Context: an optimization exercise on an open-source flow, tuned for a short achievable clock period and few clock cycles. The choices shown serve that exercise and are no tape-out recipe.
The RTL was checked by simulation tests, not by an equivalence proof against the original design.
Power figures rest on the tool's default switching activity, not on a simulated workload.

==> run.sh <==
#!/bin/bash
# synth_recipe.tcl (not shown) runs the flow's synth.tcl, then flattens the netlist and writes it again
# the make line also repeats each setting of config.mk as NAME=value (left out here)
make -C /OpenROAD-flow-scripts/flow DESIGN_CONFIG=/design/flow/config.mk WORK_HOME=/design/flow/orfs CLKGATE_MAP_FILE= SYNTH_SCRIPT=/design/flow/synth_recipe.tcl finish
==> config.mk <==
export PLATFORM = sky130hd
export DESIGN_NAME = ahb_wb_cache
export DESIGN_NICKNAME = ahb_wb_cache
export VERILOG_FILES = /design/flow/design.v
export SDC_FILE = /design/flow/constraint.sdc
export NUM_CORES = 4
export LEC_CHECK = 0
export ABC_CLOCK_PERIOD_IN_PS = 3000
export CAP_MARGIN = 20
export CELL_PAD_IN_SITES_DETAIL_PLACEMENT = 1
export CELL_PAD_IN_SITES_GLOBAL_PLACEMENT = 2
export CORE_MARGIN = 2
export CORE_UTILIZATION = 30
export PLACE_DENSITY = 0.38
export SETUP_SLACK_MARGIN = 5
export SLEW_MARGIN = 20
==> constraint.sdc <==
create_clock -name core_clock -period 10.0 [get_ports {clk}]
set_input_delay 2.0000 -clock core_clock [delete_from_list [all_inputs] [get_ports {clk}]]
set_output_delay 2.0000 -clock core_clock [all_outputs]
set_load 0.01 [all_outputs]
==> design.v <==
`default_nettype none
package ahb_pkg;
	localparam int W_ADDR       = 32;
	localparam int W_DATA       = 32;
	localparam int W_STRB       = W_DATA / 8;    
	localparam int BUS_SIZE_LOG = 2;             
	localparam logic [1:0] HTRANS_IDLE = 2'b00;
	localparam logic [1:0] HTRANS_NSEQ = 2'b10;
	localparam logic [2:0] HSIZE_WORD  = 3'b010;
	typedef logic [W_ADDR-1:0] addr_t;
	typedef logic [W_DATA-1:0] data_t;
	typedef logic [W_STRB-1:0] strb_t;
	function automatic strb_t size_mask(input logic [2:0] size,
		input logic [BUS_SIZE_LOG-1:0] lo);
		strb_t base;
		base = (size >= HSIZE_WORD) ? {W_STRB{1'b1}} : ((1 << (1 << size)) - 1);
		size_mask = base << lo;
	endfunction
endpackage
`default_nettype wire
`default_nettype none
package cache_pkg;
	localparam int DEPTH     = 64;       
	localparam int W_INDEX   = 6;        
	localparam int INDEX_LSB = 2;        
	localparam int TAG_LSB   = INDEX_LSB + W_INDEX;
	localparam int W_TAG     = 32 - TAG_LSB;
	typedef logic [W_TAG-1:0]   tag_t;
	typedef logic [W_INDEX-1:0] index_t;
	typedef enum logic [3:0] {
		IDLE,              
		READ_CHECK,        
		READ_CLEAN,        
		READ_FILL,         
		READ_DONE,         
		WRITE_CHECK,       
		WRITE_CLEAN,
		WRITE_FILL,
		WRITE_MODIFY,      
		WRITE_DONE,        
		WRITE2READ_STALL   
	} cache_state_t;
endpackage
`default_nettype wire
`timescale 1ns/100ps
`default_nettype none
module ahb_wb_cache
(
	input  logic          clk,
	input  logic          rst_n,
	input  logic          src_hready,
	input  logic [1:0]    src_htrans,
	input  logic          src_hwrite,
	input  ahb_pkg::addr_t         src_haddr,
	input  logic [2:0]    src_hsize,
	input  ahb_pkg::data_t         src_hwdata,
	output logic          src_hready_resp,
	output ahb_pkg::data_t         src_hrdata,
	output ahb_pkg::addr_t         dst_haddr,
	output logic [1:0]    dst_htrans,
	output logic          dst_hwrite,
	output ahb_pkg::data_t         dst_hwdata,
	input  logic          dst_hready,
	input  ahb_pkg::data_t         dst_hrdata
);
	localparam logic [1:0] ST_WAIT = 2'd0;    
	localparam logic [1:0] ST_DONE = 2'd1;    
	localparam logic [1:0] ST_FILL = 2'd2;    
	localparam logic [1:0] K_RH = 2'd0;       
	localparam logic [1:0] K_WH = 2'd1;       
	localparam logic [1:0] K_WM = 2'd2;       
	localparam logic [1:0] K_RM = 2'd3;       
	logic [23:0] tag_mem  [0:63];
	logic [31:0] data_mem [0:63];
	logic [63:0] valid_bits;
	logic [63:0] dirty_bits;
	logic        hready_q;
	logic [31:0] hrdata_q;
	logic        dp_v;
	logic [1:0]  st;
	logic [1:0]  kind;
	logic [31:0] q_addr;
	logic        q_wr;
	logic [3:0]  q_mask;
	logic [63:0] q_oh;         
	logic [5:0]  q_idx;
	logic [23:0] q_tag;
	assign q_idx = q_addr[7:2];
	assign q_tag = q_addr[31:8];
	logic        l_hit;
	logic        l_vd;         
	logic [23:0] l_tag;
	logic [31:0] l_data;
	logic [1:0]  pend_v;
	logic [5:0]  pend_idx  [0:1];
	logic [23:0] pend_tag  [0:1];
	logic [3:0]  pend_mask [0:1];
	logic [31:0] pend_data [0:1];
	logic        a_v;
	logic        a_wr;
	logic        a_wm;
	logic        a_vdat;
	logic [29:0] a_addr;
	logic [31:0] a_data;
	logic [1:0]  nq;
	logic        e_wr   [0:2];
	logic        e_wm   [0:2];
	logic        e_vdat [0:2];
	logic [29:0] e_addr [0:2];
	logic [31:0] e_data [0:2];
	logic        dph_v;
	logic        dph_wr;
	logic        dph_wm;
	logic        dph_rm;       
	logic [5:0]  dph_idx;
	logic [63:0] dph_oh;
	logic [31:0] hwdata_q;
	assign src_hready_resp = hready_q || (dph_rm && dst_hready);
	assign src_hrdata      = dph_rm ? dst_hrdata : hrdata_q;
	assign dst_htrans      = a_v ? ahb_pkg::HTRANS_NSEQ : ahb_pkg::HTRANS_IDLE;
	assign dst_haddr       = {a_addr, 2'b00};
	assign dst_hwrite      = a_wr;
	assign dst_hwdata      = hwdata_q;
	logic        fill_now, merge_now, rmfill_now;
	logic [1:0]  msel;        
	logic [1:0]  pbusy;       
	logic [23:0] m_tag;
	logic [3:0]  m_mask;
	logic [31:0] m_data;
	logic [31:0] merged;
	assign fill_now   = dph_v && !dph_wr && dst_hready;
	assign merge_now  = fill_now && dph_wm;
	assign rmfill_now = dph_rm && dst_hready;
	assign msel[0] = pend_v[0] && pend_idx[0] == dph_idx;
	assign msel[1] = pend_v[1] && pend_idx[1] == dph_idx;
	assign pbusy   = pend_v & ~({2{merge_now}} & msel);
	assign m_tag   = msel[1] ? pend_tag[1]  : pend_tag[0];
	assign m_mask  = msel[1] ? pend_mask[1] : pend_mask[0];
	assign m_data  = msel[1] ? pend_data[1] : pend_data[0];
	always_comb begin
		for (int b = 0; b < 4; b++)
			merged[b*8 +: 8] = m_mask[b] ? m_data[b*8 +: 8] : dst_hrdata[b*8 +: 8];
	end
	logic        acc;
	logic [5:0]  s_idx;
	logic [23:0] s_tag;
	logic [3:0]  s_mask;
	logic [63:0] s_oh;
	assign acc    = src_hready && src_htrans == ahb_pkg::HTRANS_NSEQ;
	assign s_idx  = src_haddr[7:2];
	assign s_tag  = src_haddr[31:8];
	assign s_mask = ahb_pkg::size_mask(src_hsize, src_haddr[1:0]);
	always_comb begin
		for (int i = 0; i < 64; i++)
			s_oh[i] = s_idx == i;
	end
	logic p_done, p_wm, p_fill, p_dirty, p_same;
	assign p_done  = dp_v && st == ST_DONE;
	assign p_wm    = p_done && kind == K_WM;
	assign p_fill  = dp_v && st == ST_FILL;
	assign p_dirty = q_wr || (kind == K_RH && l_vd);
	assign p_same  = dp_v && s_idx == q_idx;
	logic [63:0] tag_match;
	logic        arr_hit, arr_vd;
	logic [23:0] arr_tag;
	logic [31:0] arr_data;
	always_comb begin
		for (int i = 0; i < 64; i++)
			tag_match[i] = tag_mem[i] == s_tag;
	end
	assign arr_hit  = |(s_oh & valid_bits & tag_match);
	assign arr_vd   = |(s_oh & valid_bits & dirty_bits);
	assign arr_tag  = tag_mem[s_idx];
	assign arr_data = data_mem[s_idx];
	logic        merge_s;
	logic        va_hit, va_vd, va_blk, va_pbusy;
	logic [23:0] va_tag;
	logic [31:0] va_data;
	assign merge_s = merge_now && dph_idx == s_idx;
	always_comb begin
		if (p_same) begin
			va_hit = s_tag == q_tag;
			va_vd  = p_dirty;
			va_tag = q_tag;
		end else if (merge_s) begin
			va_hit = s_tag == m_tag;
			va_vd  = 1'b1;
			va_tag = m_tag;
		end else begin
			va_hit = arr_hit;
			va_vd  = arr_vd;
			va_tag = arr_tag;
		end
		for (int b = 0; b < 4; b++) begin
			if (p_same && p_fill)
				va_data[b*8 +: 8] = dst_hrdata[b*8 +: 8];
			else if (p_same && q_wr && q_mask[b])
				va_data[b*8 +: 8] = src_hwdata[b*8 +: 8];
			else if (!p_same && merge_s)
				va_data[b*8 +: 8] = merged[b*8 +: 8];
			else
				va_data[b*8 +: 8] = arr_data[b*8 +: 8];
		end
	end
	assign va_blk   = (p_same && p_wm) ||
	                  (pbusy[0] && pend_idx[0] == s_idx) || (pbusy[1] && pend_idx[1] == s_idx);
	assign va_pbusy = (pbusy[0] && pbusy[1]) || (p_wm && (pbusy[0] || pbusy[1]));
	logic        vw_hit, vw_vd, vw_blk, vw_pbusy, vw_merge;
	logic [23:0] vw_tag;
	logic [31:0] vw_data;
	assign vw_merge = merge_now && dph_idx == q_idx;
	assign vw_hit   = vw_merge ? q_tag == m_tag : l_hit;
	assign vw_vd    = vw_merge || l_vd;
	assign vw_tag   = vw_merge ? m_tag  : l_tag;
	assign vw_data  = vw_merge ? merged : l_data;
	assign vw_blk   = (pbusy[0] && pend_idx[0] == q_idx) || (pbusy[1] && pend_idx[1] == q_idx);
	assign vw_pbusy = pbusy[0] && pbusy[1];
	logic        room;
	logic        go_a, go_w, wait_dec;
	logic [1:0]  kind_a, kind_w;
	assign room     = ({1'b0, a_v} + nq) <= 2'd2;
	assign wait_dec = dp_v && st == ST_WAIT;
	assign go_a     = !va_blk && (va_hit || (room && !(src_hwrite && va_pbusy)));
	assign go_w     = !vw_blk && (vw_hit || (room && !(q_wr && vw_pbusy)));
	assign kind_a   = {!va_hit, va_hit ? src_hwrite : !src_hwrite};
	assign kind_w   = {!vw_hit, vw_hit ? q_wr : !q_wr};
	logic        x_go, x_hit, x_vd, x_wr;
	logic [23:0] x_tag, x_vtag;
	logic [5:0]  x_idx;
	assign x_go   = acc ? go_a : (wait_dec && go_w);
	assign x_hit  = acc ? va_hit : vw_hit;
	assign x_vd   = acc ? va_vd  : vw_vd;
	assign x_wr   = acc ? src_hwrite : q_wr;
	assign x_vtag = acc ? va_tag : vw_tag;
	assign x_tag  = acc ? s_tag  : q_tag;
	assign x_idx  = acc ? s_idx  : q_idx;
	logic        new_v;
	logic [29:0] n0_addr, n1_addr;
	assign new_v   = x_go && !x_hit;
	assign n0_addr = x_vd ? {x_vtag, x_idx} : {x_tag, x_idx};
	assign n1_addr = {x_tag, x_idx};
	always_ff @(posedge clk or negedge rst_n) begin
		if (!rst_n) begin
			hready_q <= 1'b1;
			dp_v     <= 1'b0;
			st       <= ST_WAIT;
			kind     <= K_RH;
		end else if (acc) begin
			dp_v     <= 1'b1;
			hready_q <= go_a && kind_a != K_RM;
			st       <= !go_a ? ST_WAIT : (kind_a == K_RM) ? ST_FILL : ST_DONE;
			kind     <= kind_a;
		end else if (dp_v) begin
			case (st)
			ST_WAIT: begin
				hready_q <= go_w && kind_w != K_RM;
				if (go_w) begin
					st   <= (kind_w == K_RM) ? ST_FILL : ST_DONE;
					kind <= kind_w;
				end
			end
			ST_FILL: begin
				if (rmfill_now) begin
					dp_v     <= 1'b0;
					hready_q <= 1'b1;
				end
			end
			default: begin
				dp_v     <= 1'b0;
				hready_q <= 1'b1;
			end
			endcase
		end else begin
			hready_q <= 1'b1;
		end
	end
	always_ff @(posedge clk) begin
		if (acc) begin
			q_addr <= src_haddr;
			q_wr   <= src_hwrite;
			q_mask <= s_mask;
			q_oh   <= s_oh;
		end
		if (acc)
			hrdata_q <= va_data;
		else if (wait_dec)
			hrdata_q <= vw_data;
		if (acc) begin
			l_hit  <= va_hit;
			l_vd   <= va_vd;
			l_tag  <= va_tag;
			l_data <= va_data;
		end else if (vw_merge) begin
			l_hit  <= vw_hit;
			l_vd   <= vw_vd;
			l_tag  <= vw_tag;
			l_data <= vw_data;
		end
	end
	logic wm_done, wh_done, wm_slot;
	assign wm_done = p_done && kind == K_WM;
	assign wh_done = p_done && kind == K_WH;
	assign wm_slot = pend_v[0];
	always_ff @(posedge clk or negedge rst_n) begin
		if (!rst_n)
			pend_v <= 2'b00;
		else begin
			for (int k = 0; k < 2; k++) begin
				if (wm_done && wm_slot == k)
					pend_v[k] <= 1'b1;
				else if (merge_now && msel[k])
					pend_v[k] <= 1'b0;
			end
		end
	end
	always_ff @(posedge clk) begin
		for (int k = 0; k < 2; k++) begin
			if (wm_done && wm_slot == k) begin
				pend_idx[k]  <= q_idx;
				pend_tag[k]  <= q_tag;
				pend_mask[k] <= q_mask;
				pend_data[k] <= src_hwdata;
			end
		end
	end
	logic        keep_a;
	logic [2:0]  n_keep;
	logic [1:0]  nk_0, nk_p1, nk_m1;
	logic        l_wr_   [0:5];
	logic        l_wm_   [0:5];
	logic        l_vdat_ [0:5];
	logic [29:0] l_addr_ [0:5];
	logic [31:0] l_data_ [0:5];
	assign keep_a = a_v && !dst_hready;
	assign n_keep = {2'b00, keep_a} + {1'b0, nq};
	assign nk_0   = n_keep[1:0];
	assign nk_p1  = n_keep[1:0] + 2'd1;
	assign nk_m1  = (n_keep != 3'd0) ? n_keep[1:0] - 2'd1 : 2'd0;
	always_comb begin
		for (int j = 0; j < 6; j++) begin
			if (keep_a && j == 0) begin
				l_wr_[j]   = a_wr;
				l_wm_[j]   = a_wm;
				l_vdat_[j] = 1'b0;
				l_addr_[j] = a_addr;
				l_data_[j] = a_vdat ? l_data : a_data;
			end else if (j < n_keep) begin
				l_wr_[j]   = e_wr[j - keep_a];
				l_wm_[j]   = e_wm[j - keep_a];
				l_vdat_[j] = 1'b0;
				l_addr_[j] = e_addr[j - keep_a];
				l_data_[j] = e_vdat[j - keep_a] ? l_data : e_data[j - keep_a];
			end else if (j == n_keep) begin
				l_wr_[j]   = x_vd;
				l_wm_[j]   = x_wr;
				l_vdat_[j] = 1'b1;
				l_addr_[j] = n0_addr;
				l_data_[j] = l_data;
			end else begin
				l_wr_[j]   = 1'b0;
				l_wm_[j]   = x_wr;
				l_vdat_[j] = 1'b0;
				l_addr_[j] = n1_addr;
				l_data_[j] = l_data;
			end
		end
	end
	always_ff @(posedge clk or negedge rst_n) begin
		if (!rst_n) begin
			a_v <= 1'b0;
			nq  <= 2'd0;
		end else begin
			a_v <= new_v || n_keep != 3'd0;
			if (new_v)
				nq <= x_vd ? nk_p1 : nk_0;
			else
				nq <= nk_m1;
		end
	end
	always_ff @(posedge clk) begin
		a_wr   <= l_wr_[0];
		a_wm   <= l_wm_[0];
		a_vdat <= l_vdat_[0];
		a_addr <= l_addr_[0];
		a_data <= l_data_[0];
		for (int i = 0; i < 3; i++) begin
			e_wr[i]   <= l_wr_[i+1];
			e_wm[i]   <= l_wm_[i+1];
			e_vdat[i] <= l_vdat_[i+1];
			e_addr[i] <= l_addr_[i+1];
			e_data[i] <= l_data_[i+1];
		end
	end
	always_ff @(posedge clk or negedge rst_n) begin
		if (!rst_n) begin
			dph_v   <= 1'b0;
			dph_wr  <= 1'b0;
			dph_wm  <= 1'b0;
			dph_rm  <= 1'b0;
			dph_idx <= 6'd0;
		end else if (dst_hready) begin
			dph_v   <= a_v;
			dph_wr  <= a_wr;
			dph_wm  <= a_wm;
			dph_rm  <= a_v && !a_wr && !a_wm;
			dph_idx <= a_addr[5:0];
		end
	end
	always_ff @(posedge clk) begin
		if (dst_hready) begin
			for (int i = 0; i < 64; i++)
				dph_oh[i] <= a_addr[5:0] == i;
		end
		if (a_v && dst_hready)
			hwdata_q <= a_vdat ? l_data : a_data;
	end
	logic fill_st;
	assign fill_st = dp_v && st == ST_FILL;
	always_ff @(posedge clk or negedge rst_n) begin
		if (!rst_n) begin
			valid_bits <= '0;
			dirty_bits <= '0;
		end else begin
			for (int i = 0; i < 64; i++) begin
				if (q_oh[i] && (fill_st || wm_done))
					valid_bits[i] <= 1'b1;
				if (q_oh[i] && (fill_st || wm_done || wh_done))
					dirty_bits[i] <= !fill_st;
			end
		end
	end
	always_ff @(posedge clk) begin
		for (int i = 0; i < 64; i++) begin
			if (q_oh[i] && (fill_st || wm_done))
				tag_mem[i] <= q_tag;
		end
	end
	always_ff @(posedge clk) begin
		for (int i = 0; i < 64; i++) begin
			for (int b = 0; b < 4; b++) begin
				if (q_oh[i] && (wm_done || wh_done) && q_mask[b])
					data_mem[i][b*8 +: 8] <= src_hwdata[b*8 +: 8];
				else if ((merge_now && dph_oh[i] && !m_mask[b]) ||
				         (rmfill_now && q_oh[i]))
					data_mem[i][b*8 +: 8] <= dst_hrdata[b*8 +: 8];
			end
		end
	end
endmodule
`default_nettype wire
==> results of run 1 <==
per-layer routing:
layer,part of all wire,GRT usage
met1,0.35,0.560
met2,0.42,0.700
met4,0.12,0.463
met5,0.00034,0.00549
met3,0.11,0.162
Yosys cell counts (7+ instances only):
cell	instances	area, sq um
edfxtp_1	4224	127000
mux2_2	2239	25200
xor2_1	1588	13900
a22oi_1	1564	11700
nand2_1	1108	4160
clkbuf_1	899	3370
nor4_1	536	3350
nand4_1	419	2620
a21oi_1	324	1620
o211ai_1	290	2180
buf_2	272	1360
nor2_1	245	920
buf_1	220	826
mux2i_1	182	1820
and3_1	179	1120
o21ai_0	161	806
dfrtp_1	148	3700
and2_1	113	707
a211oi_1	108	811
nand3_1	97	485
xnor2_1	78	683
or2_2	71	444
a22o_1	66	578
inv_1	53	199
o22ai_1	53	332
a2111oi_0	50	438
a31oi_1	48	300
dfxtp_1	37	741
nor3_1	36	180
o21a_1	20	150
buf_4	16	120
buf_6	14	158
mux2_1	13	146
o21ai_1	13	65.1
nand2b_1	12	75.1
or4_1	12	90.1
a221oi_1	11	96.3
ha_1	9	113
nor2b_1	9	56.3
o221ai_1	9	78.8
and4_1	7	61.3
power groups by stage:
stage / clock network (uW) / logic [uW] / registers (uW)
after global routing: 20900 / 17800 / 30200
after CTS: 20300 / 17100 / 30000
after floorplan: 0 / 6780 / 27400
final: 20400 / 18100 / 30400
after detailed placement: 0 / 16500 / 30300
after global placement: 0 / 16300 / 30300
state kept, by name, indices dropped and copies added, names as in the netlist, 32 cells and up:
register and count:
hrdata_q 32, hwdata_q 32, pend_tag 48, valid_bits 64
e_addr 90, dph_oh 64, data_mem 2048, l_data 32
e_data 96, dirty_bits 64, a_data 32, q_oh 64
tag_mem 1536, pend_data 64
cells by family (layout without fill, tap and decap cells):
logic type               after synthesis  in the layout  synth area share
flip-flops                          4410           4410             0.615
other                                  1            227         0.0000175
buffers and inverters               1477           2818            0.0283
XOR/XNOR                            1666           1666            0.0683
AND/OR/NAND/NOR                     2890           2912            0.0689
adder cells (fa/ha/maj)               11             11          0.000668
multiplexers                        2434           2434             0.127
AO/OA/AOI/OAI                       2765           2765            0.0921
layout make-up:
type | count | area, sq um | area share
sequential | 4410 | 131000 | 0.504
multi-input combinational | 9791 | 81400 | 0.312
timing repair buffer | 1742 | 18000 | 0.0690
clock buffer | 743 | 15200 | 0.0582
tap | 9516 | 11900 | 0.0457
clock inverter | 277 | 2130 | 0.00818
antenna | 224 | 561 | 0.00215
inverter | 56 | 223 | 0.000854
path summary, 6_finish.rpt:
kind	from	to	slack (ps)	cells after the start
max	src_haddr[2]	e_addr[0][17]	4470	13
min	valid_bits[48]	valid_bits[48]	470	1
max reg2reg	tag_mem[41][14]	kind[0]	5030	12
min reg2reg	valid_bits[48]	valid_bits[48]	470	1
max in group asynchronous	rst_n	dph_rm	7870	2
min in group asynchronous	rst_n	valid_bits[44]	670	1
per-stage QoR:
stage / total power [uW] / TNS (ps) / area (sq um) / hold WS [ps] / worst slack [ps]
finish: 68900 / 0 / 261000 / 466 / 4470
detailed placement: 46700 / 0 / 232000 / 446 / 1010
floorplan: 34200 / 0 / 214000 / 430 / 5010
CTS: 67400 / 0 / 257000 / 460 / 4690
global placement: 46500 / -27.9 / 231000 / 449 / -27.9
global route: 68800 / 0 / 260000 / 499 / 4730
repair_timing:
action                                  4_1_cts  5_1_grt
pin swaps                                   184      129
gates cloned                                 58       16
endpoints found under the setup margin      255      149
resized for setup                           882      269
setup buffers                               297      120
==> impl_results.md, run 1 <==
- Crit share post-route: 0.553
- Final critical-path required period: 5530 ps
- Worst Path Max Fanout: 20
- Clock Sinks: 4410
- Max Transition Viols Final: 20
- Clock Latency Late Sink: 1220 ps
- Predominant post-synthesis flop cell: edfxtp_1
- Number of synthesized flops with an enable pin: 4224
- Net Sw Power: 27300 uW
- CP max stage delay: 920 ps
- CP endpoint kind: flop
- Avg Inst Size Synth: 13.7 sq um
- Seq/Total Area, Yosys: 0.615
- Maximum root-to-sink buffer count: 4
- Die ar.: 0.719 sq mm
- Most common cell after layout, fill and taps aside: edfxtp_1
- Hold Buf Count CTS: 0
- Post-route DRC: 0
- F_max: 181 MHz
- Clock Skew: 79.6 ps
- Layout check failures: slew limit
- CTS buffer count: 567
- Root buf cell: clkbuf_16
- Crit path buffers/inverters: 3
- Slew HR: -0.0598
- CP delay by family, top: simple AND/OR/NAND/NOR gates
- Transition time of the tightest slew-check pin: 1590 ps
- Ports: 206
- Via density per instance: 6.90
- Setup-failing EPs final: 0
- Cell variety after synth: 94
- CTS HTree Levels: 6
- Final HPWL from detailed placement: 1220000 microns
- Setup CP Type: primary input to flop
- Critical Path Start Type: primary input
- Core area: 0.711 sq mm
- Area Overhead vs Synth: 22.0%
- Seq pwr share: 0.441
- Static leakage: 0.0897 uW
- Synthesized area: 0.214 sq mm
- WP data required: 10900 ps
- Clock power frac: 0.295
- RD Place Congestion: 1.10
- Final nets: 16700
- Post-Syn Instances: 15700
- Filler cells: 72700
- Initial Utilization: 0.300
- Die Y: 848 microns
- Post-Layout Cell Count: 26800
- Layout cells sized above 1: 0.323
- Largest net degree at the start of global routing: 117
- Worst-path clk slew: 60 ps
- Sw frac: 0.396
- Worst path cell trace: buf_12 -> nor2b_4 -> buf_12 -> buf_12 -> and2_4 -> a22oi_1 -> nand2_2 -> nor4_4 -> nand4_1 -> a222oi_1 -> a21oi_2 -> mux2_4 -> mux2_4
- Row count: 310
- Gate power share: 0.263
- Max capacitance violation total: 0
- DR WL/cell: 67.7 microns
- GRT Total Usage: 0.485
- Worst VDD drop: 0.186 mV
- Via count: 185000
- Post-route ant nets: 0
- Initial antenna violation count: 311
- Status: complete, but fails checks
- Placed Cells: 25000
- P per Cell Area: 264 mW/mm^2
- Layout Utilization: 0.367
- Die X: 848 microns
- CTS tree: done
- First-pass GRT wire length: 2190000 microns
- Post-synth ARST share: 0.0338
- IO buf count: 202
- RSZ-0062 raised after global routing: true
- Most frequent cells in the layout: edfxtp_1 (4224), mux2_2 (2199), xor2_1 (1555)
- Ys Warns: 17
- Min-delay worst type: flop to flop
- Crit-path most repeated cell: buf_12
- Vias in the first global route: 168000
- Hold Fails Final Rpt: 0
- TritonRoute pass-1 iters: 7
- Worst Path Arrival: 6430 ps
- Int Power: 41600 uW
- Initial drt markers: 35400
- Synthesized flop and latch total: 4410
- Max stage delay cell, worst path: nand4_1
- Aggregate global routing overflow: 0
- Routed wire length: 1810000 microns
Testbench counts, summed over its fixed seeds: cycles 48,687.
==> inputs of run 2 (changes only) <==
--- a/design.v
+++ b/design.v
@@ -141,6 +141,8 @@
 		for (int b = 0; b < 4; b++)
 			merged[b*8 +: 8] = m_mask[b] ? m_data[b*8 +: 8] : dst_hrdata[b*8 +: 8];
 	end
+	logic [31:0] fill_data;
+	assign fill_data = dph_wm ? merged : dst_hrdata;
 	logic        acc;
 	logic [5:0]  s_idx;
 	logic [23:0] s_tag;
@@ -177,31 +179,32 @@
 	logic [23:0] va_tag;
 	logic [31:0] va_data;
 	assign merge_s = merge_now && dph_idx == s_idx;
+	logic        sa_p, sa_m, sa_a;
+	logic [3:0]  sd_a;                     
+	logic [23:0] va_tag_e;                 
+	logic [31:0] va_data_e;                
+	assign sa_p = p_same;
+	assign sa_m = !p_same && merge_s;
+	assign sa_a = !p_same && !merge_s;
 	always_comb begin
-		if (p_same) begin
-			va_hit = s_tag == q_tag;
-			va_vd  = p_dirty;
-			va_tag = q_tag;
-		end else if (merge_s) begin
-			va_hit = s_tag == m_tag;
-			va_vd  = 1'b1;
-			va_tag = m_tag;
-		end else begin
-			va_hit = arr_hit;
-			va_vd  = arr_vd;
-			va_tag = arr_tag;
-		end
+		va_tag_e = sa_p ? q_tag : m_tag;
 		for (int b = 0; b < 4; b++) begin
-			if (p_same && p_fill)
-				va_data[b*8 +: 8] = dst_hrdata[b*8 +: 8];
-			else if (p_same && q_wr && q_mask[b])
-				va_data[b*8 +: 8] = src_hwdata[b*8 +: 8];
-			else if (!p_same && merge_s)
-				va_data[b*8 +: 8] = merged[b*8 +: 8];
+			sd_a[b] = sa_a || (sa_p && !p_fill && !(q_wr && q_mask[b]));
+			if (sa_p && p_fill)
+				va_data_e[b*8 +: 8] = dst_hrdata[b*8 +: 8];
+			else if (sa_p)
+				va_data_e[b*8 +: 8] = src_hwdata[b*8 +: 8];
 			else
-				va_data[b*8 +: 8] = arr_data[b*8 +: 8];
+				va_data_e[b*8 +: 8] = merged[b*8 +: 8];
 		end
 	end
+	assign va_hit = (sa_a && arr_hit) || (sa_p && s_tag == q_tag) || (sa_m && s_tag == m_tag);
+	assign va_vd  = (sa_a && arr_vd) || (sa_p && p_dirty) || sa_m;
+	assign va_tag = sa_a ? arr_tag : va_tag_e;
+	always_comb begin
+		for (int b = 0; b < 4; b++)
+			va_data[b*8 +: 8] = sd_a[b] ? arr_data[b*8 +: 8] : va_data_e[b*8 +: 8];
+	end
 	assign va_blk   = (p_same && p_wm) ||
 	                  (pbusy[0] && pend_idx[0] == s_idx) || (pbusy[1] && pend_idx[1] == s_idx);
 	assign va_pbusy = (pbusy[0] && pbusy[1]) || (p_wm && (pbusy[0] || pbusy[1]));
@@ -234,10 +237,21 @@
 	assign x_vtag = acc ? va_tag : vw_tag;
 	assign x_tag  = acc ? s_tag  : q_tag;
 	assign x_idx  = acc ? s_idx  : q_idx;
+	logic [31:0] hr_e, ld_e;
+	logic [23:0] lt_e;
+	assign hr_e = acc ? va_data_e : wait_dec ? vw_data : hrdata_q;
+	assign ld_e = acc ? va_data_e : vw_merge ? vw_data : l_data;
+	assign lt_e = acc ? va_tag_e  : vw_merge ? vw_tag  : l_tag;
 	logic        new_v;
 	logic [29:0] n0_addr, n1_addr;
 	assign new_v   = x_go && !x_hit;
 	assign n0_addr = x_vd ? {x_vtag, x_idx} : {x_tag, x_idx};
+	logic        a_arr;
+	logic [23:0] a_tag_e;
+	assign a_arr   = n_keep == 3'd0 && acc && sa_a && arr_vd;
+	assign a_tag_e = (n_keep != 3'd0) ? l_addr_[0][29:6] :
+	                 acc ? ((!sa_a && (sa_m || p_dirty)) ? va_tag_e : s_tag) :
+	                 (vw_vd ? vw_tag : q_tag);
 	assign n1_addr = {x_tag, x_idx};
 	always_ff @(posedge clk or negedge rst_n) begin
 		if (!rst_n) begin
@@ -281,20 +295,17 @@
 			q_mask <= s_mask;
 			q_oh   <= s_oh;
 		end
-		if (acc)
-			hrdata_q <= va_data;
-		else if (wait_dec)
-			hrdata_q <= vw_data;
+		for (int b = 0; b < 4; b++) begin
+			hrdata_q[b*8 +: 8] <= (acc && sd_a[b]) ? arr_data[b*8 +: 8] : hr_e[b*8 +: 8];
+			l_data[b*8 +: 8]   <= (acc && sd_a[b]) ? arr_data[b*8 +: 8] : ld_e[b*8 +: 8];
+		end
+		l_tag <= (acc && sa_a) ? arr_tag : lt_e;
 		if (acc) begin
-			l_hit  <= va_hit;
-			l_vd   <= va_vd;
-			l_tag  <= va_tag;
-			l_data <= va_data;
+			l_hit <= va_hit;
+			l_vd  <= va_vd;
 		end else if (vw_merge) begin
-			l_hit  <= vw_hit;
-			l_vd   <= vw_vd;
-			l_tag  <= vw_tag;
-			l_data <= vw_data;
+			l_hit <= vw_hit;
+			l_vd  <= vw_vd;
 		end
 	end
 	logic wm_done, wh_done, wm_slot;
@@ -342,19 +353,19 @@
 				l_wr_[j]   = a_wr;
 				l_wm_[j]   = a_wm;
 				l_vdat_[j] = 1'b0;
-				l_addr_[j] = a_addr;
+				l_addr_[j] = a_vdat ? {l_tag, a_addr[5:0]} : a_addr;
 				l_data_[j] = a_vdat ? l_data : a_data;
 			end else if (j < n_keep) begin
 				l_wr_[j]   = e_wr[j - keep_a];
 				l_wm_[j]   = e_wm[j - keep_a];
 				l_vdat_[j] = 1'b0;
-				l_addr_[j] = e_addr[j - keep_a];
+				l_addr_[j] = e_vdat[j - keep_a] ? {l_tag, e_addr[j - keep_a][5:0]} : e_addr[j - keep_a];
 				l_data_[j] = e_vdat[j - keep_a] ? l_data : e_data[j - keep_a];
 			end else if (j == n_keep) begin
 				l_wr_[j]   = x_vd;
 				l_wm_[j]   = x_wr;
-				l_vdat_[j] = 1'b1;
-				l_addr_[j] = n0_addr;
+				l_vdat_[j] = x_vd;
+				l_addr_[j] = n1_addr;
 				l_data_[j] = l_data;
 			end else begin
 				l_wr_[j]   = 1'b0;
@@ -381,7 +392,8 @@
 		a_wr   <= l_wr_[0];
 		a_wm   <= l_wm_[0];
 		a_vdat <= l_vdat_[0];
-		a_addr <= l_addr_[0];
+		a_addr[5:0]  <= (n_keep == 3'd0) ? x_idx : l_addr_[0][5:0];
+		a_addr[29:6] <= a_arr ? arr_tag : a_tag_e;
 		a_data <= l_data_[0];
 		for (int i = 0; i < 3; i++) begin
 			e_wr[i]   <= l_wr_[i+1];
@@ -440,9 +452,8 @@
 			for (int b = 0; b < 4; b++) begin
 				if (q_oh[i] && (wm_done || wh_done) && q_mask[b])
 					data_mem[i][b*8 +: 8] <= src_hwdata[b*8 +: 8];
-				else if ((merge_now && dph_oh[i] && !m_mask[b]) ||
-				         (rmfill_now && q_oh[i]))
-					data_mem[i][b*8 +: 8] <= dst_hrdata[b*8 +: 8];
+				else if ((merge_now && dph_oh[i]) || (rmfill_now && q_oh[i]))
+					data_mem[i][b*8 +: 8] <= fill_data[b*8 +: 8];
 			end
 		end
 	end
==> run 2 against run 1 <==
Compared with the run above: the run now finishes clean; worst hold slack got worse by 4.1 ps; area after synthesis decreased by 1.6%; combinational power decreased by 9%; worst setup slack improved by 170 ps; final cell count increased by 6.8%; via count increased by 2.4%; fmax increased by 3.3%; clock skew decreased by 15 ps; core utilization decreased by 1.1 points; largest power group unchanged; highest routed layer unchanged.
==> impl_results.md, run 2 <==
- TritonRoute pass-1 iters: 8
- Pre-CTS WS: 1320 ps
- Power, Total: 67600 uW
- Worst-path clk slew: 60 ps
- Ys Warns: 17
- Clock Latency Late Sink: 1200 ps
- Post-Syn Instances: 18500
- CP max stage delay: 610 ps
- Filler cells: 74300
- Setup_tns: 0 ps
- Crit share post-route: 0.535
- Final HPWL from detailed placement: 1220000 microns
- Max Transition Viols Final: 0
- WP data required: 10950 ps
- Final nets: 18800
- IO buf count: 202
- Avg Inst Size Synth: 11.3 sq um
- Slew HR: 0.0593
- Cell variety after synth: 89
- Vias in the first global route: 167000
- Critical hold path startpoint: valid_bits[36]
- Max stage delay cell, worst path: or4b_4
- Worst path cell trace: buf_12 -> buf_16 -> or4b_4 -> buf_12 -> buf_4 -> nor2_4 -> buf_4 -> buf_12 -> a22oi_1 -> nand2_1 -> nor3_1 -> nand4_1 -> o211ai_1 -> o21ai_0
- Aggregate global routing overflow: 0
- Via count: 189000
- Worst r2r dst: data_mem[36][30]
- Die Y: 841 microns
- Transition time of the tightest slew-check pin: 1400 ps
- Number of synthesized flops with an enable pin: 4224
- Setup CP Type: primary input to flop
- Die ar.: 0.708 sq mm
- Routed wire length: 1710000 microns
- Dpl cell area: 0.225 sq mm
- RD Place Congestion: 1.08
- CTS tree: done
- Row count: 307
- Predominant post-synthesis flop cell: edfxtp_1
- Area Overhead vs Synth: 18.3%
- Hold endpoint: valid_bits[36]
- Critical Path Start Type: primary input
- Worst VDD drop: 0.189 mV
- Synthesized area: 0.210 sq mm
- Yosys top cell area share: 0.603
- Max capacitance violation total: 0
- Setup-failing EPs final: 0
- Synthesized flop and latch total: 4410
- Clock Skew: 64.3 ps
- Largest regs: data_mem x2048, tag_mem x1536, e_data x96
- Root buf cell: clkbuf_16
- Area contributors post-synth: edfxtp_1 (60%), xor2_1 (6.6%), a22oi_1 (6.1%), a21oi_1 (5.7%), nor2_1 (4.3%)
- CTS buffer count: 567
- Post-route DRC: 0
- Most frequent cells in the layout: edfxtp_1 (4224), a21oi_1 (2408), nor2_1 (2340)
- Initial Utilization: 0.301
- CTS HTree Levels: 6
- Placed Cells: 27200
- Seq/Total Area, Yosys: 0.624
- P per Cell Area: 272 mW/mm^2
- Most common cell after layout, fill and taps aside: edfxtp_1
- Post-Layout Cell Count: 28600
- Post-layout instance area: 0.249 sq mm
- CP endpoint kind: flop
- Via density per instance: 6.61
- GRT Total Usage: 0.465
- Final worst slack: 4650 ps
- Area leader, netlist: edfxtp_1
- Most frequent cell after synthesis: edfxtp_1
- Status: complete, no violations
- Origin of the critical flop-to-flop path: dph_idx[2]
- Clock Sinks: 4410
- Worst Path Arrival: 6310 ps
- Post-route ant nets: 0
- Worst Path Max Fanout: 32
- Initial drt markers: 37000
- Cell count of the worst reg-to-reg path: 12
- Layout cells sized above 1: 0.136
- Largest register FFs: 2048
- Hold Fails Final Rpt: 0
- Final critical-path required period: 5350 ps
- Ports: 206
- Most flop-heavy register: data_mem
- Min-delay worst type: flop to flop
- RSZ-0062 raised after global routing: true
- Post-synth top cells: edfxtp_1 (4224), a21oi_1 (2414), nor2_1 (2413)
- Crit-path most repeated cell: buf_12
- Maximum root-to-sink buffer count: 4
- Hold Path Stages: 1
- Die X: 841 microns
- First-pass GRT wire length: 2090000 microns
- Largest net degree at the start of global routing: 70
- Core area: 0.699 sq mm
- Initial antenna violation count: 342
- Static leakage: 0.0867 uW
- Flop2flop setup slack: 5080 ps
- F_max: 187 MHz
- DR WL/cell: 59.9 microns
- Post-synth ARST share: 0.0338
-- run 2: changes by cell type after synthesis, sizes merged, moves of 69 or more --
cell,previous run,this run
a211oi,108,39
a21oi,326,2415
a22oi,1564,1707
and3,179,42
buf,522,593
clkbuf,899,1062
mux2,2252,147
nand2,1108,1799
nor2,247,2414
nor3,36,117
o211ai,290,76
o21ai,176,253
-- run 2: worst max-delay path, delay by kind of cell --
| family | cells | cell delay [ps] |
|---|---|---|
| simple gates | 5 | 1690 |
| compound gates | 3 | 1110 |
| buf+inv | 6 | 1280 |
-- run 2: area by class of cell --
| class | count | area, sq um | share of cell area |
|---|---|---|---|
| Antenna cell | 199 | 498 | 0.00200 |
| Clock inverter | 230 | 1780 | 0.00714 |
| Inverter | 83 | 327 | 0.00131 |
| Sequential cell | 4410 | 131000 | 0.528 |
| Tap cell | 9270 | 11600 | 0.0466 |
| Multi-Input combinational cell | 12400 | 75300 | 0.303 |
| Timing Repair Buffer | 1228 | 12300 | 0.0495 |
| Clock buffer | 774 | 15600 | 0.0627 |
-- run 2: worst max-delay path by stage --
stage                             end     startpoint  slack, ps
after detailed placement      kind[0]   src_haddr[5]       1320
after global routing       a_addr[11]   src_haddr[3]       4910
after global placement      l_tag[17]   src_haddr[4]       1070
after floorplan            a_addr[10]     dst_hready       5010
final                     hrdata_q[8]   src_haddr[3]       4650
after CTS                     kind[0]  src_haddr[28]       4970
-- run 2: cell families (layout without fill, tap and decap cells) --
family          Yosys count  after routing  share of synthesized area
xor+xnor               1651           1651                     0.0688
mux                     310            310                     0.0165
compound gates         4754           4754                      0.138
buf+inv                1738           2315                     0.0338
flops                  4410           4410                      0.624
other cells               1            202                  0.0000178
fa+ha+maj                11             11                   0.000678
simple gates           5666           5668                      0.118
-- run 2: metal layers --
layer / GRT usage / routed length [microns] / vias up
met5: 0 / 615 / -
met4: 0.363 / 168000 / 86
met3: 0.136 / 195000 / 3972
met2: 0.662 / 701000 / 15800
met1: 0.591 / 649000 / 100000
li1: - / - / 69000
-- run 2: per-stage QoR --
stage | hold slack, ps | util
global placement | 442 | 0.322
floorplan | 430 | -
detailed placement | 447 | 0.323
finish | 462 | 0.356
CTS | 460 | 0.353
global route | 474 | 0.356
-- run 2: timing repair --
item | 4_1_cts | 5_1_grt
setup endpoints to repair | 997 | 169
pin swaps | 109 | 63
resized for setup | 537 | 172
hold buffers | 0 | 0
gates cloned | 8 | 13
setup buffers | 130 | 65
-- run 2: power breakdown --
part | total (uW) | switching, uW | internal (uW)
registers | 30700 | 4510 | 26200
clock network | 20400 | 9070 | 11400
logic | 16500 | 12600 | 3810
Testbench counts of run 2, summed over its fixed seeds: cycles 48,687.
==> inputs of run 3 (changes only) <==
--- a/design.v
+++ b/design.v
@@ -68,8 +68,8 @@
 	localparam logic [1:0] ST_FILL = 2'd2;    
 	localparam logic [1:0] K_RH = 2'd0;       
 	localparam logic [1:0] K_WH = 2'd1;       
-	localparam logic [1:0] K_WM = 2'd2;       
-	localparam logic [1:0] K_RM = 2'd3;       
+	localparam logic [1:0] K_WM = 2'd3;       
+	localparam logic [1:0] K_RM = 2'd2;       
 	logic [23:0] tag_mem  [0:63];
 	logic [31:0] data_mem [0:63];
 	logic [63:0] valid_bits;
@@ -225,8 +225,8 @@
 	assign wait_dec = dp_v && st == ST_WAIT;
 	assign go_a     = !va_blk && (va_hit || (room && !(src_hwrite && va_pbusy)));
 	assign go_w     = !vw_blk && (vw_hit || (room && !(q_wr && vw_pbusy)));
-	assign kind_a   = {!va_hit, va_hit ? src_hwrite : !src_hwrite};
-	assign kind_w   = {!vw_hit, vw_hit ? q_wr : !q_wr};
+	assign kind_a   = {!va_hit, src_hwrite};
+	assign kind_w   = {!vw_hit, q_wr};
 	logic        x_go, x_hit, x_vd, x_wr;
 	logic [23:0] x_tag, x_vtag;
 	logic [5:0]  x_idx;
--- a/config.mk
+++ b/config.mk
@@ -6,11 +6,11 @@
 export NUM_CORES = 4
 export LEC_CHECK = 0
 export ABC_CLOCK_PERIOD_IN_PS = 3000
-export CAP_MARGIN = 20
+export CAP_MARGIN = 40
 export CELL_PAD_IN_SITES_DETAIL_PLACEMENT = 1
 export CELL_PAD_IN_SITES_GLOBAL_PLACEMENT = 2
 export CORE_MARGIN = 2
 export CORE_UTILIZATION = 30
 export PLACE_DENSITY = 0.38
 export SETUP_SLACK_MARGIN = 5
-export SLEW_MARGIN = 20
+export SLEW_MARGIN = 45
==> run 3 against run 2 <==
Compared with the run above: register-to-register slack gained 90 ps; sequential power about the same; fmax fell by 2.1%; area after synthesis is essentially flat; flip-flop and latch count did not move; sequential share of layout area is 0.24 points lower; final cell count down 0.27%; final area increased by 0.46%.
==> impl_results.md, run 3 <==
- Clock Skew: 98.9 ps
- First-pass GRT wire length: 2100000 microns
- CTS tree: done
- Flop2flop setup slack: 5170 ps
- Most Used Layer, Global Route: met2
- Vias in the first global route: 168000
- Min-delay worst type: flop to flop
- Hold Fails Final Rpt: 0
- IO buf count: 202
- Worst VDD drop: 0.181 mV
- Worst Path Arrival: 6330 ps
- Cell variety after synth: 82
- P per Cell Area: 271 mW/mm^2
- Aggregate global routing overflow: 0
- Post-Syn Instances: 18500
- Setup CP Type: primary input to flop
- Largest register FFs: 2048
- WP data required: 10860 ps
- Most frequent cell after synthesis: edfxtp_1
- Critical Path Start Type: primary input
- Slew HR: 0.298
- Clock Latency Late Sink: 1220 ps
- Post-synth top cells: edfxtp_1 (4224), nor2_1 (2420), a21oi_1 (2393)
- Final nets: 18700
- Avg Inst Size Synth: 11.4 sq um
- Max Transition Viols Final: 0
- Final HPWL from detailed placement: 1230000 microns
- Most flop-heavy register: data_mem
- Most frequent cells in the layout: edfxtp_1 (4224), a21oi_1 (2388), nor2_1 (2345)
- Predominant post-synthesis flop cell: edfxtp_1
- Transition time of the tightest slew-check pin: 1050 ps
- Area leader, netlist: edfxtp_1
- Ys Warns: 17
- Die Y: 841 microns
- Largest net degree at the start of global routing: 79
- Seq/Total Area, Yosys: 0.625
- Crit share post-route: 0.547
- Hold Path Stages: 1
- Maximum root-to-sink buffer count: 4
- Root buf cell: clkbuf_16
- DR WL/cell: 59.9 microns
- Core area: 0.698 sq mm
- Most common cell after layout, fill and taps aside: edfxtp_1
- Largest regs: data_mem x2048, tag_mem x1536, e_data x96
- RD Place Congestion: 1.08
- TritonRoute pass-1 iters: 8
- Die X: 841 microns
- Final critical-path required period: 5470 ps
- Via count: 189000
- F_max: 183 MHz
- Synthesized flop and latch total: 4410
- Initial drt markers: 36100
- Layout cells sized above 1: 0.147
- Post-synth ARST share: 0.0338
- Via density per instance: 6.61
- Number of synthesized flops with an enable pin: 4224
- Die ar.: 0.707 sq mm
- Post-route DRC: 0
- CTS buffer count: 570
- Worst r2r dst: data_mem[12][26]
- Worst-path clk slew: 60 ps
- Final worst slack: 4530 ps
- Yosys top cell area share: 0.604
- Area contributors post-synth: edfxtp_1 (60%), a22oi_1 (6.1%), a21oi_1 (5.7%), xnor2_1 (4.5%), nor2_1 (4.3%)
- RSZ-0062 raised after global routing: true
- Status: complete, no violations
- Met3 GRT Util: 0.144
- Row count: 307
- Initial Utilization: 0.301
- Area Overhead vs Synth: 18.9%
- Seq. cell area: 0.131 sq mm
- Met2 usage: 0.664
- Hold endpoint: valid_bits[36]
- Max capacitance violation total: 0
- CP endpoint kind: flop
- Pre-CTS WS: 2520 ps
- Setup_tns: 0 ps
- Origin of the critical flop-to-flop path: dph_idx[1]
- Filler cells: 74300
- Post-route ant nets: 0
- Ports: 206
- Worst Path Max Fanout: 38
- Cell count of the worst reg-to-reg path: 12
- CTS HTree Levels: 6
- Synthesized area: 0.210 sq mm
- Area occupied by multi-input gates: 0.0756 sq mm
- Met1 Usage GRT: 0.591
- Routed wire length: 1710000 microns
- Critical hold path startpoint: valid_bits[36]
- GRT Total Usage: 0.467
- Hold WS: 464 ps
- Initial antenna violation count: 281
- Setup-failing EPs final: 0
- Clock Sinks: 4410
- Static leakage: 0.0849 uW
==> run 3: changes by cell type after synthesis, moves of 24 or more <==
cell,change
o21ai_0,-61
o211ai_1,-34
clkbuf_1,+44
xor2_1,-1001
a211oi_1,+51
o22ai_1,-30
xnor2_1,+1008
nor4_1,-186
and3_1,-25
and4_1,+48
nand4_1,+127
o31ai_1,+26
buf_1,+24
buf_2,-66
==> run 3: layout make-up <==
class                      count  area share
antenna                      172     0.00172
clock buffer                 736      0.0615
clock inverter               279      0.0109
inverter                      80     0.00127
multi-input combinational  12300       0.302
sequential                  4410       0.525
tap                         9270      0.0464
timing repair buffer        1229      0.0504
==> run 3: how the worst max path moves through the flow <==
stage	start	endpoint	cells after the start
6_report	src_haddr[3]	l_tag[16]	14
5_1_grt	src_haddr[3]	l_tag[16]	14
4_1_cts	dst_hready	src_hready_resp	5
3_5_place_dp	src_haddr[6]	a_addr[25]	15
3_3_place_gp	src_haddr[4]	a_addr[13]	14
2_1_floorplan	dst_hready	a_addr[10]	15
==> run 3: per-layer routing <==
metal  vias to the layer above  wire length [microns]  part of all wire
met5                         -                   1110           0.00065
met4                        74                 164000             0.096
met3                      3797                 189000              0.11
met2                     15500                 702000              0.41
met1                    100000                 652000              0.38
li1                      68800                      -                 -
==> run 3: kinds of logic (layout without fill, tap and decap cells) <==
family	after synthesis	in the layout	synth area share
mux	317	317	0.0165
other cells	1	175	0.0000178
flops	4410	4410	0.625
simple gates	5634	5634	0.118
compound gates	4719	4719	0.138
fa+ha+maj	8	8	0.000512
buf+inv	1733	2324	0.0333
xor+xnor	1658	1658	0.0691
==> run 3: critical path, stage by stage <==
cell and delay, ps:
buf_2 100, buf_8 270, or4b_4 330, nor2_4 100, buf_12 170, buf_6 300
a22oi_2 570, nand4_1 760, nor2_1 330, nand4_1 520, o21ai_2 310, nor2_1 60
a21oi_1 130, o21ai_0 80
==> run 3: repair_timing <==
| item | 4_1_cts | 5_1_grt |
|---|---|---|
| buffers inserted | 63 | 6 |
| gates resized for setup | 422 | 64 |
| cloned | 1 | 0 |
| pin swaps | 60 | 38 |
| endpoints found under the setup margin | 898 | 902 |
| hold buffers | 0 | 0 |
==> run 3: metrics by stage <==
| stage | total power, uW | instances | instance area (sq um) | util |
|---|---|---|---|---|
| after floorplan | 34800 | 18500 | 210000 | - |
| after global placement | 45600 | 27100 | 225000 | 0.322 |
| after detailed placement | 46000 | 27200 | 228000 | 0.327 |
| after CTS | 66900 | 28300 | 248000 | 0.356 |
| after global routing | 68500 | 28400 | 250000 | 0.357 |
| final | 67800 | 28500 | 250000 | 0.358 |
==> run 3: report_power, final <==
group | internal (uW) | total [uW] | switching (uW)
registers | 26000 | 30400 | 4460
clock network | 11800 | 21000 | 9190
logic | 4010 | 16400 | 12400
total | 41800 | 67800 | 26000
Testbench counts of run 3, summed over its fixed seeds: cycles 48,687.
==> inputs of run 4 (changes only) <==
--- a/design.v
+++ b/design.v
@@ -68,8 +68,8 @@
 	localparam logic [1:0] ST_FILL = 2'd2;    
 	localparam logic [1:0] K_RH = 2'd0;       
 	localparam logic [1:0] K_WH = 2'd1;       
-	localparam logic [1:0] K_WM = 2'd3;       
-	localparam logic [1:0] K_RM = 2'd2;       
+	localparam logic [1:0] K_WM = 2'd2;       
+	localparam logic [1:0] K_RM = 2'd3;       
 	logic [23:0] tag_mem  [0:63];
 	logic [31:0] data_mem [0:63];
 	logic [63:0] valid_bits;
@@ -225,8 +225,8 @@
 	assign wait_dec = dp_v && st == ST_WAIT;
 	assign go_a     = !va_blk && (va_hit || (room && !(src_hwrite && va_pbusy)));
 	assign go_w     = !vw_blk && (vw_hit || (room && !(q_wr && vw_pbusy)));
-	assign kind_a   = {!va_hit, src_hwrite};
-	assign kind_w   = {!vw_hit, q_wr};
+	assign kind_a   = {!va_hit, va_hit ? src_hwrite : !src_hwrite};
+	assign kind_w   = {!vw_hit, vw_hit ? q_wr : !q_wr};
 	logic        x_go, x_hit, x_vd, x_wr;
 	logic [23:0] x_tag, x_vtag;
 	logic [5:0]  x_idx;
==> flow/run.sh (new file) <==
#!/bin/bash
# The standard layout, unchanged except that the port buffers that
# buffer_ports inserts are plain buffers (buf_4) rather than the delay
# cell it picks by default. Every port still gets its buffer.
set -euo pipefail
export BUFFER_PORTS_ARGS="-buffer_cell sky130_fd_sc_hd__buf_4"
if [[ -w config.mk ]]; then
  echo 'export BUFFER_PORTS_ARGS = -buffer_cell sky130_fd_sc_hd__buf_4' >> config.mk
fi
bash standard.sh > standard_flow.log 2>&1
==> standard.sh (new file) <==
#!/bin/bash
# synth_recipe.tcl (not shown) runs the flow's synth.tcl, then flattens the netlist and writes it again
# the make line also repeats each setting of config.mk as NAME=value (left out here)
make -C /OpenROAD-flow-scripts/flow DESIGN_CONFIG=/design/flow/config.mk WORK_HOME=/design/flow/orfs CLKGATE_MAP_FILE= SYNTH_SCRIPT=/design/flow/synth_recipe.tcl "${@:-finish}"
--- a/config.mk
+++ b/config.mk
@@ -6,11 +6,12 @@
 export NUM_CORES = 4
 export LEC_CHECK = 0
 export ABC_CLOCK_PERIOD_IN_PS = 3000
-export CAP_MARGIN = 40
+export CAP_MARGIN = 20
 export CELL_PAD_IN_SITES_DETAIL_PLACEMENT = 1
 export CELL_PAD_IN_SITES_GLOBAL_PLACEMENT = 2
 export CORE_MARGIN = 2
-export CORE_UTILIZATION = 30
-export PLACE_DENSITY = 0.38
+export CORE_UTILIZATION = 36
+export PLACE_DENSITY = 0.45
 export SETUP_SLACK_MARGIN = 5
-export SLEW_MARGIN = 45
+export SLEW_MARGIN = 20
+export BUFFER_PORTS_ARGS = -buffer_cell sky130_fd_sc_hd__buf_4
removed: run.sh
==> run 4 against run 3 <==
Compared with the run above: worst setup slack got worse by 220 ps; first-iteration DRC count rose by 11%; via count rose by 3.1%; area after synthesis barely moved; sequential power barely moved; largest cell class unchanged; critical path depth fell by 1; highest routed layer unchanged; critical endpoint is now hready_q; register-to-register slack got worse by 410 ps; core utilization rose by 6.5 points; still clean.
==> impl_results.md, run 4 <==
- Status: complete, no violations
- Largest regs: data_mem x2048, tag_mem x1536, e_data x96
- Row count: 280
- Die X: 768 microns
- Post-synth top cells: edfxtp_1 (4224), a21oi_1 (2414), nor2_1 (2413)
- Critical hold path startpoint: valid_bits[56]
- Final worst slack: 4310 ps
- Setup CP Type: primary input to flop
- Worst r2r dst: hready_q
- Post-Syn Instances: 18500
- Hold Buf Count CTS: 0
- DR WL/cell: 59.3 microns
- Post-route ant nets: 0
- Max stage delay cell, worst path: nand4_1
- CP max stage delay: 1280 ps
- RSZ-0062 raised after global routing: true
- Worst Path Arrival: 6720 ps
- Seq. cell area: 0.131 sq mm
- Final HPWL from detailed placement: 1110000 microns
- Slew HR: 0.0381
- Initial Utilization: 0.362
- Area contributors post-synth: edfxtp_1 (60%), xor2_1 (6.6%), a22oi_1 (6.1%), a21oi_1 (5.7%), nor2_1 (4.3%)
- Via count: 194000
- First-pass GRT wire length: 1960000 microns
- Area occupied by multi-input gates: 0.0752 sq mm
- Critical Path Start Type: primary input
- Most common cell after layout, fill and taps aside: edfxtp_1
- Synthesized area: 0.210 sq mm
- Cell variety after synth: 89
- Hold endpoint: valid_bits[56]
- Vias in the first global route: 169000
- Initial antenna violation count: 280
- Flop2flop setup slack: 4760 ps
- GRT Total Usage: 0.516
- Final critical-path required period: 5690 ps
- Final nets: 18700
- Predominant post-synthesis flop cell: edfxtp_1
- Min-delay worst type: flop to flop
- Most frequent cell after synthesis: edfxtp_1
- Area leader, netlist: edfxtp_1
- Cell count of the worst reg-to-reg path: 12
- Static leakage: 0.0865 uW
- Hold Fails Final Rpt: 0
- CTS tree: done
- CTS buffer count: 547
- Hold Path Stages: 1
- Worst-path clk slew: 60 ps
- Clock Latency Late Sink: 1170 ps
- Die Y: 768 microns
- Worst path cell trace: buf_16 -> xor2_1 -> nor4_1 -> nand4_1 -> o22ai_2 -> nor4_4 -> and4_1 -> a21oi_4 -> buf_6 -> nor3_4 -> ha_1 -> a211o_1 -> a2bb2oi_1
- CP delay by family, top: simple AND/OR/NAND/NOR gates
- Setup-failing EPs final: 0
- Area Overhead vs Synth: 17.0%
- CP endpoint kind: flop
- P per Cell Area: 273 mW/mm^2
- Largest net degree at the start of global routing: 82
- Worst Path Max Fanout: 27
- Max Transition Viols Final: 0
- Ports: 206
- Core area: 0.582 sq mm
- WP data required: 11030 ps
- Clock Sinks: 4410
- Origin of the critical flop-to-flop path: tag_mem[13][22]
- IO buf count: 202
- Number of synthesized flops with an enable pin: 4224
- Post-route DRC: 0
- CTS HTree Levels: 6
- Layout cells sized above 1: 0.138
- Setup_tns: 0 ps
- Via density per instance: 7.21
- Crit share post-route: 0.569
- Worst VDD drop: 0.191 mV
- Aggregate global routing overflow: 0
- Clock Skew: 75.0 ps
- Maximum root-to-sink buffer count: 4
- Most flop-heavy register: data_mem
- F_max: 176 MHz
- Layout Utilization: 0.423
- Synthesized flop and latch total: 4410
- Transition time of the tightest slew-check pin: 1440 ps
- Die ar.: 0.590 sq mm
- Yosys top cell area share: 0.603
- Root buf cell: clkbuf_16
- Crit path buffers/inverters: 2
- Initial drt markers: 40100
- RD Place Congestion: 1.14
- Max capacitance violation total: 0
- Power, Total: 67100 uW
- Post-synth ARST share: 0.0338
- TritonRoute pass-1 iters: 9
- Ys Warns: 17
- Filler cells: 60900
- Avg Inst Size Synth: 11.3 sq um
- Pre-CTS WS: 2210 ps
- Routed wire length: 1600000 microns
- Largest register FFs: 2048
- Most frequent cells in the layout: edfxtp_1 (4224), a21oi_1 (2407), nor2_1 (2342)
- Seq/Total Area, Yosys: 0.624
## run 4: cell families after synthesis
logic type                 Yosys count  synth area share
and+or+nand+nor                   5666             0.118
muxes                              310            0.0165
adders and majority gates           11          0.000678
xor gates and xnor gates          1651            0.0688
buffers and inverters             1738            0.0338
other                                1         0.0000178
AOI/OAI and AO/OA                 4754             0.138
DFF                               4410             0.624
## run 4: how the worst max path moves through the flow
| stage | cells after the start | from | slack, ps | endpoint |
|---|---|---|---|---|
| final | 13 | src_haddr[10] | 4310 | hready_q |
| after global routing | 13 | src_haddr[30] | 4710 | hready_q |
| after CTS | 15 | src_haddr[28] | 4840 | kind[0] |
| after detailed placement | 15 | src_haddr[6] | 2210 | kind[0] |
| after global placement | 12 | src_haddr[6] | 870 | l_tag[18] |
| after floorplan | 15 | dst_hready | 5010 | a_addr[10] |
## run 4: per-stage QoR
step | hold WS [ps] | cells | area, sq um
floorplan | 430 | 18500 | 210000
global placement | 444 | 25500 | 222000
detailed placement | 445 | 25600 | 222000
CTS | 458 | 26600 | 243000
global route | 486 | 26800 | 246000
finish | 462 | 27000 | 246000
## run 4: report_power, final
part	internal [uW]	switching (uW)
clock network	11500	8870
logic	3760	12400
registers	26200	4380
total	41500	25700
## run 4: worst register-to-register path, cell delays in order, from the launching register on
cell and delay (ps):
edfxtp_1 800, xor2_1 190, nor4_2 710, nand4_1 1260, o22ai_2 600, nor4_4 130, and4_1 230, a21oi_4 350
buf_6 170, nor3_4 50, ha_1 210, a211o_1 260, a2bb2oi_1 150
## run 4: routing by layer
layer | up-vias | track usage | wire length (microns)
met1 | 101000 | 0.627 | 562000
met3 | 5267 | 0.216 | 235000
li1 | 68800 | - | -
met5 | - | 0.0110 | 2050
met4 | 99 | 0.430 | 174000
met2 | 19600 | 0.705 | 629000
## run 4: what timing repair did
| action | in CTS | in global routing |
|---|---|---|
| buffers inserted | 84 | 98 |
| pin swaps | 94 | 103 |
| setup endpoints to repair | 737 | 516 |
| gates resized for setup | 339 | 253 |
| cloned | 10 | 25 |
## run 4: layout make-up
class                           count  share of cell area
Multi-Input combinational cell  12400               0.306
Antenna cell                      229             0.00233
Inverter                           83             0.00131
Timing Repair Buffer             1134              0.0467
Clock buffer                      705              0.0601
Clock inverter                    275              0.0107
Tap cell                         7755              0.0394
Sequential cell                  4410               0.534
Testbench counts of run 4, summed over its fixed seeds: cycles 48,687.

==> separate check: timing with driven ports <==
The results above use ideal ports. As a check the final layouts listed here were re-extracted and re-timed, cells and wires unchanged. Step 1: set_driving_cell puts a clkbuf_16 on clk and a buf_2 on each other input, an assumption about the parent block. Step 2 adds t to the input delays and takes it off the output delays; t is the mean of the earliest and latest rising clock arrival at the registers after step 1. Input paths then give back, and output paths get back, about the clock's delay inside the block. Slacks: no drivers / after step 1 / after step 2; pairs: no drivers / after step 1.
run	t, ns	slack for setup (ns)	worst data-port slew with drivers (ns)
run 1	1.321	4.470 / 4.284 / 2.963	0.46
run 2	1.339	4.645 / 4.371 / 3.032	0.60
run 3	1.317	4.530 / 4.614 / 3.297	0.14
run 4	1.265	4.310 / 4.142 / 2.876	0.51
For run 2, which loses most, drivers alone change the setup slack by -0.274 ns; drivers and shift together by -1.613 ns.
